This is an optimization exercise on Yosys and OpenROAD, whose aim is small area and a short achievable clock period, not a production implementation.
In this exercise RTL edits were held to simulation tests only and were not proved equivalent to the original.
No activity file was given, so power comes from the tool's default toggle rates.

## v17
## rdmx_control
module rdmx_control (
    input  logic                        clk,
    input  logic                        resetn,
    input  logic [40:0]                 reg_wr,
    output logic                        wr_done,
    output logic [1:0]                  wr_resp,
    input  logic [8:0]                  reg_rd_req,
    output logic [34:0]                 reg_rd,
    input  logic [2:0]                  events,
    input  logic [1:0]                  overflow,
    input  logic [2:0]                  async_status,
    input  logic [514:0]                stream,
    output logic [127:0]                pci,
    output logic                        loopback,
    output logic                        pause_pci,
    output logic                        resetn_out
);
    logic rst;
    rst_inv u_rst (.resetn(resetn), .rst(rst));
    wire        wv = reg_wr[40];
    wire [7:0]  wi = reg_wr[39:32];
    wire [31:0] wd = reg_wr[31:0];
    logic w_good_h, w_good_l, w_bad_h, w_bad_l, w_base_h, w_base_l;
    logic w_size_h, w_size_l, w_reset, w_clear, w_loop, w_pause;
    wr_dec u_wr_dec (
        .rst(rst), .wv(wv), .wi(wi),
        .w({w_pause, w_loop, w_clear, w_reset, w_size_l, w_size_h,
            w_base_l, w_base_h, w_bad_l, w_bad_h, w_good_l, w_good_h})
    );
    logic wr_err;
    always_ff @(posedge clk) begin
        wr_done <= !rst && wv;
        wr_err  <= ~|{w_pause, w_loop, w_clear, w_reset, w_size_l, w_size_h,
                      w_base_l, w_base_h, w_bad_l, w_bad_h, w_good_l, w_good_h};
    end
    assign wr_resp = {wr_err, wr_err};
    logic        rst_run;
    logic [63:0] good_count, bad_count;
    logic        range_err, seq_error;
    logic [2:0]  sync_q;
    ctl_regs u_ctl_regs (
        .clk       (clk),
        .rst       (rst),
        .wd        (wd),
        .w_base_h  (w_base_h),
        .w_base_l  (w_base_l),
        .w_size_h  (w_size_h),
        .w_size_l  (w_size_l),
        .w_loop    (w_loop),
  ...
Size: roughly 740 I/O pins.
Settings: LEC_CHECK=0, CAP_MARGIN=20, CORE_MARGIN=2, CORE_UTILIZATION=40, CTS_BUF_LIST=sky130_fd_sc_hd__clkbuf_8, CTS_CLUSTER_DIAMETER=60, CTS_CLUSTER_SIZE=14, GPL_ROUTABILITY_DRIVEN=0, SETUP_SLACK_MARGIN=2.72, SLEW_MARGIN=20, SYNTH_HIERARCHICAL=1, SYNTH_MINIMUM_KEEP_SIZE=0; clock period 5.0 ns.
standard.sh (not shown) runs the stock make flow with config.mk's settings and CLKGATE_MAP_FILE= SYNTH_SCRIPT=/design/flow/synth_recipe.tcl, a recipe that flattens the netlist after the stock synthesis.
==> flow/flow/run.sh <==
#!/bin/bash
# Standard layout, with every port buffered by the smallest buffer
# instead of the resizer's default pick (a delay cell on sky130hd), and
# clock tree synthesis without dummy load cells.
set -euo pipefail
export BUFFER_PORTS_ARGS="-buffer_cell sky130_fd_sc_hd__buf_1"
export CTS_ARGS="-sink_clustering_enable -repair_clock_nets -buf_list sky130_fd_sc_hd__clkbuf_8 -sink_clustering_size 14 -sink_clustering_max_diameter 60 -dont_use_dummy_load"
bash standard.sh > standard_flow.log 2>&1
v17: no failed stages, no open violations at the end
--- input diff v17..v46 ---
- GPL_ROUTABILITY_DRIVEN removed (was 0)
- SETUP_SLACK_MARGIN changed from 2.72 to 2.8
==> flow/flow/run.sh <==
#!/bin/bash
# Standard layout, with every port buffered by the smallest buffer
# instead of the resizer's default pick (a delay cell on sky130hd).
set -euo pipefail
export BUFFER_PORTS_ARGS="-buffer_cell sky130_fd_sc_hd__buf_1"
bash standard.sh > standard_flow.log 2>&1
==> run summary <==
- Design area, v17 and v46, higher one = v46.
- v46 finished every step from synthesis to the final layout, and the layout passed the timing, DRC and antenna checks.
- v17 → v46: global-route usage climbed 0.45 points, register share of the cell area dropped 1.3 points.
--- input diff v46..v32 ---
- CTS_CLUSTER_SIZE: 14 -> 16
- SETUP_SLACK_MARGIN: 2.8 -> 2.72
==> flow/flow/run.sh <==
#!/bin/bash
# Standard layout, with every port buffered by the smallest buffer
# instead of the resizer's default pick (a delay cell on sky130hd), and
# clock tree synthesis without dummy load cells.
set -euo pipefail
export BUFFER_PORTS_ARGS="-buffer_cell sky130_fd_sc_hd__buf_1"
export CTS_ARGS="-sink_clustering_enable -repair_clock_nets -buf_list sky130_fd_sc_hd__clkbuf_8 -sink_clustering_size 16 -sink_clustering_max_diameter 60 -dont_use_dummy_load"
bash standard.sh > standard_flow.log 2>&1
==> run summary <==
v32 vs v46 on final cell count without fillers: v32 is the lower one.
Higher final routed wirelength across all metal layers was reported by v46, not v32.
Relative to v46, total power has gone down in v32.
Relative to v46, maximum frequency decreased by 0.0050 GHz in v32.

Starting RTL as in the previous note.
Settings: LEC_CHECK=0, CAP_MARGIN=20, CORE_MARGIN=2, CORE_UTILIZATION=40, CTS_BUF_LIST=sky130_fd_sc_hd__clkbuf_8, CTS_CLUSTER_DIAMETER=60, CTS_CLUSTER_SIZE=14, SETUP_SLACK_MARGIN=2.72, SLEW_MARGIN=20, SYNTH_HIERARCHICAL=1, SYNTH_MINIMUM_KEEP_SIZE=0; clock period 5.0 ns.
==> flow/flow/run.sh <==
#!/bin/bash
# Standard layout, with every port buffered by the smallest buffer
# instead of the resizer's default pick (a delay cell on sky130hd), and
# clock tree synthesis without dummy load cells.
set -euo pipefail
export BUFFER_PORTS_ARGS="-buffer_cell sky130_fd_sc_hd__buf_1"
export CTS_ARGS="-sink_clustering_enable -repair_clock_nets -buf_list sky130_fd_sc_hd__clkbuf_8 -sink_clustering_size 14 -sink_clustering_max_diameter 60 -dont_use_dummy_load"
bash standard.sh > standard_flow.log 2>&1
The starting point went through all stages and came out clean.
Rerun with:
==> flow/flow/run.sh (replaced) <==
#!/bin/bash
# Standard layout, with every port buffered by the smallest buffer
# instead of the resizer's default pick (a delay cell on sky130hd).
set -euo pipefail
export BUFFER_PORTS_ARGS="-buffer_cell sky130_fd_sc_hd__buf_1"
bash standard.sh > standard_flow.log 2>&1
Settings changed: SETUP_SLACK_MARGIN 2.72 to 2.75.
Effect:
- The changed run completed without violations
- worst setup slack loses 6.3 ps
- core utilization rises by 1.0 points
- sequential cell count stays the same
- wire length stays flat
- worst hold slack improved by 13 ps
- clock skew shrinks by 41 ps
- total power went up by 7.7%

rdmx_control again, from the RTL that the note above started with.
clock: 5.0 ns
lec_check: 0
cap_margin: 20
core_margin: 2
core_utilization: 40
cts_buf_list: sky130_fd_sc_hd__clkbuf_8
cts_cluster_diameter: 60
cts_cluster_size: 14
setup_slack_margin: 2.72
slew_margin: 20
synth_hierarchical: 1
synth_minimum_keep_size: 0
==> flow/flow/run.sh <==
#!/bin/bash
# Standard layout, with every port buffered by the smallest buffer
# instead of the resizer's default pick (a delay cell on sky130hd).
set -euo pipefail
export BUFFER_PORTS_ARGS="-buffer_cell sky130_fd_sc_hd__buf_1"
bash standard.sh > standard_flow.log 2>&1
Edit:
==> flow/flow/run.sh (replaced) <==
#!/bin/bash
# Standard layout, with every port buffered by the smallest buffer
# instead of the resizer's default pick (a delay cell on sky130hd), and
# clock tree synthesis without dummy load cells.
set -euo pipefail
export BUFFER_PORTS_ARGS="-buffer_cell sky130_fd_sc_hd__buf_1"
export CTS_ARGS="-sink_clustering_enable -repair_clock_nets -buf_list sky130_fd_sc_hd__clkbuf_8 -sink_clustering_size 14 -sink_clustering_max_diameter 60 -dont_use_dummy_load"
bash standard.sh > standard_flow.log 2>&1
GPL_TIMING_DRIVEN = 0   (was default)
The new run finished with timing, DRC and antenna clean.
Area after synthesis does not change.
Count of clock-buffer cells in the layout drops by 6.
Worst setup slack loses 0.096 ns.
Clock power drops by 26%.
Wire length drops by 2.5%.
Sequential cell count does not change.
Final cell count drops by 0.51%.
Power drops by 8.4%.
Sequential share of layout area climbs by 0.20 points.
Die area stays the same.
Cell area drops by 0.49%.
Edit:
==> flow/flow/run.sh (replaced) <==
#!/bin/bash
# Standard layout, with every port buffered by the smallest buffer
# instead of the resizer's default pick (a delay cell on sky130hd).
set -euo pipefail
export BUFFER_PORTS_ARGS="-buffer_cell sky130_fd_sc_hd__buf_1"
bash standard.sh > standard_flow.log 2>&1
CTS_CLUSTER_SIZE = 16   (was 14)
GPL_TIMING_DRIVEN = default   (was 0)
SETUP_SLACK_MARGIN = 2.7   (was 2.72)
Sequential cell count stays the same.
Clock-buffer cell count grows by 5.
Maximum frequency grows by about 4.5%.
Die area stays the same.
Wire length stays flat.
Sequential share of layout area goes down by 0.12 points.
Total power came out higher by about 9%.
Clock skew is lower by 0.024 ns.
Edit:
==> flow/flow/run.sh (replaced) <==
#!/bin/bash
# Standard layout, with every port buffered by the smallest buffer
# instead of the resizer's default pick (a delay cell on sky130hd), and
# clock tree synthesis without dummy load cells.
set -euo pipefail
export BUFFER_PORTS_ARGS="-buffer_cell sky130_fd_sc_hd__buf_1"
export CTS_ARGS="-sink_clustering_enable -repair_clock_nets -buf_list sky130_fd_sc_hd__clkbuf_8 -sink_clustering_size 14 -sink_clustering_max_diameter 60 -dont_use_dummy_load"
bash standard.sh > standard_flow.log 2>&1
CAP_MARGIN = 5   (was 20)
CTS_CLUSTER_SIZE = 14   (was 16)
SETUP_SLACK_MARGIN = 2.72   (was 2.7)
SLEW_MARGIN = 5   (was 20)
The new run passed the timing, DRC and antenna checks. Clock power goes down by a quarter to a third. Sequential share of layout area increases by 0.56 points. Via count stays flat. Total power drops by a little under a tenth. Utilization fell by 0.75 points. Fmax barely changes. Clock skew went up by 0.032 ns. Global-route usage came out lower by 0.35 points. Clock-buffer cell count fell by 3. Synthesized cell count stays the same. Final area falls slightly.
Edit:
CAP_MARGIN = 20   (was 5)
SETUP_SLACK_MARGIN = 2.75   (was 2.72)
SLEW_MARGIN = 20   (was 5)
Global-route usage falls by 0.63 points.
Maximum frequency barely changes.
Synthesized cell count stays the same.
Setup slack degrades by 0.0031 ns.

rdmx_control again, from the RTL that the note above started with.
==> flow/design.v (excerpt) <==
module rdmx_control (
    input  logic                        clk,
    input  logic                        resetn,
    input  logic [40:0]                 reg_wr,
    output logic                        wr_done,
    output logic [1:0]                  wr_resp,
    input  logic [8:0]                  reg_rd_req,
    output logic [34:0]                 reg_rd,
    input  logic [2:0]                  events,
    input  logic [1:0]                  overflow,
    input  logic [2:0]                  async_status,
    input  logic [514:0]                stream,
    output logic [127:0]                pci,
    output logic                        loopback,
    output logic                        pause_pci,
    output logic                        resetn_out
);
==> flow/config.mk <==
export PLATFORM = sky130hd
export DESIGN_NAME = rdmx_control
export DESIGN_NICKNAME = rdmx_control
export VERILOG_FILES = /design/flow/design.v
export SDC_FILE = /design/flow/constraint.sdc
export NUM_CORES = 4
export LEC_CHECK = 0
export CAP_MARGIN = 20
export CORE_MARGIN = 2
export CORE_UTILIZATION = 40
export CTS_BUF_LIST = sky130_fd_sc_hd__clkbuf_8
export CTS_CLUSTER_DIAMETER = 60
export CTS_CLUSTER_SIZE = 14
export SETUP_SLACK_MARGIN = 2.72
export SLEW_MARGIN = 20
export SYNTH_HIERARCHICAL = 1
export SYNTH_MINIMUM_KEEP_SIZE = 0
==> flow/constraint.sdc <==
create_clock -name core_clock -period 5.0 [get_ports {clk}]
set_input_delay 1.0000 -clock core_clock [delete_from_list [all_inputs] [get_ports {clk}]]
set_output_delay 1.0000 -clock core_clock [all_outputs]
set_load 0.01 [all_outputs]
==> flow/flow/run.sh <==
#!/bin/bash
# Standard layout, with every port buffered by the smallest buffer
# instead of the resizer's default pick (a delay cell on sky130hd), clock
# tree synthesis without dummy load cells, and synthesis's combinational
# cells set back to drive strength 1 before floorplan (timing repair then
# sizes up what it needs).
set -euo pipefail
export BUFFER_PORTS_ARGS="-buffer_cell sky130_fd_sc_hd__buf_1"
export CTS_ARGS="-sink_clustering_enable -repair_clock_nets -buf_list sky130_fd_sc_hd__clkbuf_8 -sink_clustering_size 14 -sink_clustering_max_diameter 60 -dont_use_dummy_load"
export PRE_FLOORPLAN_TCL="$PWD/flow/downsize.tcl"
bash standard.sh > standard_flow.log 2>&1
==> flow/flow/downsize.tcl <==
# Sourced by the floorplan step right after the synthesized netlist is
# loaded: every combinational cell that synthesis mapped at a drive
# strength above 1 goes back to strength 1, so the timing repair that
# follows sizes up only what the timing needs. Flip-flops, buffers and
# tie cells keep their cells.
set db [ord::get_db]
set n 0
foreach inst [[ord::get_db_block] getInsts] {
  set master [$inst getMaster]
  set name [$master getName]
  if {![regexp {^(sky130_fd_sc_hd__)([a-z0-9]+)_([0-9]+)$} $name -> pfx base size]} { continue }
  if {$size <= 1} { continue }
  if {[regexp {^(df|edf|sdf|dl|buf|clk|inv|conb|tap|fill|decap|bufinv|dly|probe|lpflow|sdlclk|macro|ebuf|einv)} $base]} { continue }
  set small [$db findMaster "${pfx}${base}_1"]
  if {$small eq "NULL" || $small eq ""} { continue }
  if {[$inst swapMaster $small]} { incr n }
}
puts "downsize: $n combinational cells set to drive strength 1"
The starting point ran to the end with no violations.
==> next run, changes <==
==> flow/flow/run.sh (replaced) <==
#!/bin/bash
# Standard layout, with every port buffered by the smallest buffer
# instead of the resizer's default pick (a delay cell on sky130hd).
set -euo pipefail
export BUFFER_PORTS_ARGS="-buffer_cell sky130_fd_sc_hd__buf_1"
bash standard.sh > standard_flow.log 2>&1
--- a/flow/config.mk
+++ b/flow/config.mk
@@ -12,5 +12,5 @@
 export CTS_CLUSTER_DIAMETER = 60
 export CTS_CLUSTER_SIZE = 14
-export SETUP_SLACK_MARGIN = 2.72
+export SETUP_SLACK_MARGIN = 2.7
 export SLEW_MARGIN = 20
 export SYNTH_HIERARCHICAL = 1
removed: flow/flow/downsize.tcl
Global-route usage rose by 0.38 points.
Non-clock buffer count fell by 10.
Final area rose slightly.
Final cell count rose slightly.
First-iteration DRC count rose by roughly a tenth.
Routed wire length rose by a few percent.
Die area rose slightly.
Combinational power rose by roughly a tenth.
Register-to-register slack got worse by 0.02 ns.
Total power rose by a little under a tenth.
==> next run, changes <==
==> flow/flow/run.sh (replaced) <==
#!/bin/bash
# Standard layout, with every port buffered by the smallest buffer
# instead of the resizer's default pick (a delay cell on sky130hd), and
# clock tree synthesis without dummy load cells.
set -euo pipefail
export BUFFER_PORTS_ARGS="-buffer_cell sky130_fd_sc_hd__buf_1"
export CTS_ARGS="-sink_clustering_enable -repair_clock_nets -buf_list {sky130_fd_sc_hd__clkbuf_4 sky130_fd_sc_hd__clkbuf_8} -sink_clustering_size 14 -sink_clustering_max_diameter 60 -dont_use_dummy_load"
bash standard.sh > standard_flow.log 2>&1
--- a/flow/config.mk
+++ b/flow/config.mk
@@ -9,8 +9,8 @@
 export CORE_MARGIN = 2
 export CORE_UTILIZATION = 40
-export CTS_BUF_LIST = sky130_fd_sc_hd__clkbuf_8
+export CTS_BUF_LIST = sky130_fd_sc_hd__clkbuf_4 sky130_fd_sc_hd__clkbuf_8
 export CTS_CLUSTER_DIAMETER = 60
 export CTS_CLUSTER_SIZE = 14
-export SETUP_SLACK_MARGIN = 2.7
+export SETUP_SLACK_MARGIN = 2.72
 export SLEW_MARGIN = 20
 export SYNTH_HIERARCHICAL = 1
Outcome:
- sequential share of layout area increases by 0.42 points
- total power falls by about 5%
- routed wire length decreases by 0.78%
- die area is unchanged
- final cell count came out lower by about 1%
- fmax is about the same
- clock power fell by about 16%
- worst hold slack got worse by 0.0088 ns
- final area fell by 1.1%

==> static timing again, ports no longer ideal <==
No port has a modelled driver above. Below, the same layouts with a new extraction and two added sets of constraints. Step 1 (the two cells are an assumption about what drives the block):
set clk [get_ports {clk}]
set_driving_cell -lib_cell sky130_fd_sc_hd__clkbuf_16 $clk
set_driving_cell -lib_cell sky130_fd_sc_hd__buf_2 [delete_from_list [all_inputs] $clk]
Step 2 adds t to the input delays and takes it off the output delays; t is the mean of the earliest and latest rising clock arrival at the registers after step 1. Input paths then give back, and output paths get back, about the clock's delay inside the block. Slacks: ideal / step 1 / step 2; pairs: ideal / step 1.
run | t (ns) | slack for setup (ns) | worst data-port slew with drivers (ns)
v17 | 0.627 | 2.675 / 2.637 / 2.110 | 0.20
v46 | 0.670 | 2.676 / 2.641 / 2.097 | 0.21
v32 | 0.623 | 2.648 / 2.637 / 2.041 | 0.21
the first run of note 2 | 0.627 | 2.675 / 2.637 / 2.110 | 0.20
the second run of note 2 | 0.667 | 2.668 / 2.635 / 2.163 | 0.09
the first run of note 3 | 0.663 | 2.664 / 2.625 / 2.022 | 0.20
the second run of note 3 | 0.643 | 2.568 / 2.530 / 2.118 | 0.21
the third run of note 3 | 0.668 | 2.674 / 2.635 / 2.019 | 0.23
the fourth run of note 3 | 0.627 | 2.675 / 2.637 / 2.110 | 0.20
the fifth run of note 3 | 0.649 | 2.671 / 2.638 / 2.115 | 0.08
the first run of note 4 | 0.649 | 2.663 / 2.622 / 2.094 | 0.08
the second run of note 4 | 0.648 | 2.674 / 2.635 / 2.049 | 0.22
the third run of note 4 | 0.627 | 2.675 / 2.637 / 2.110 | 0.20
After both steps setup and hold are still met in every run listed. For the third run of note 3, which loses most, drivers alone change the setup slack by -0.039 ns; drivers and shift together by -0.655 ns.
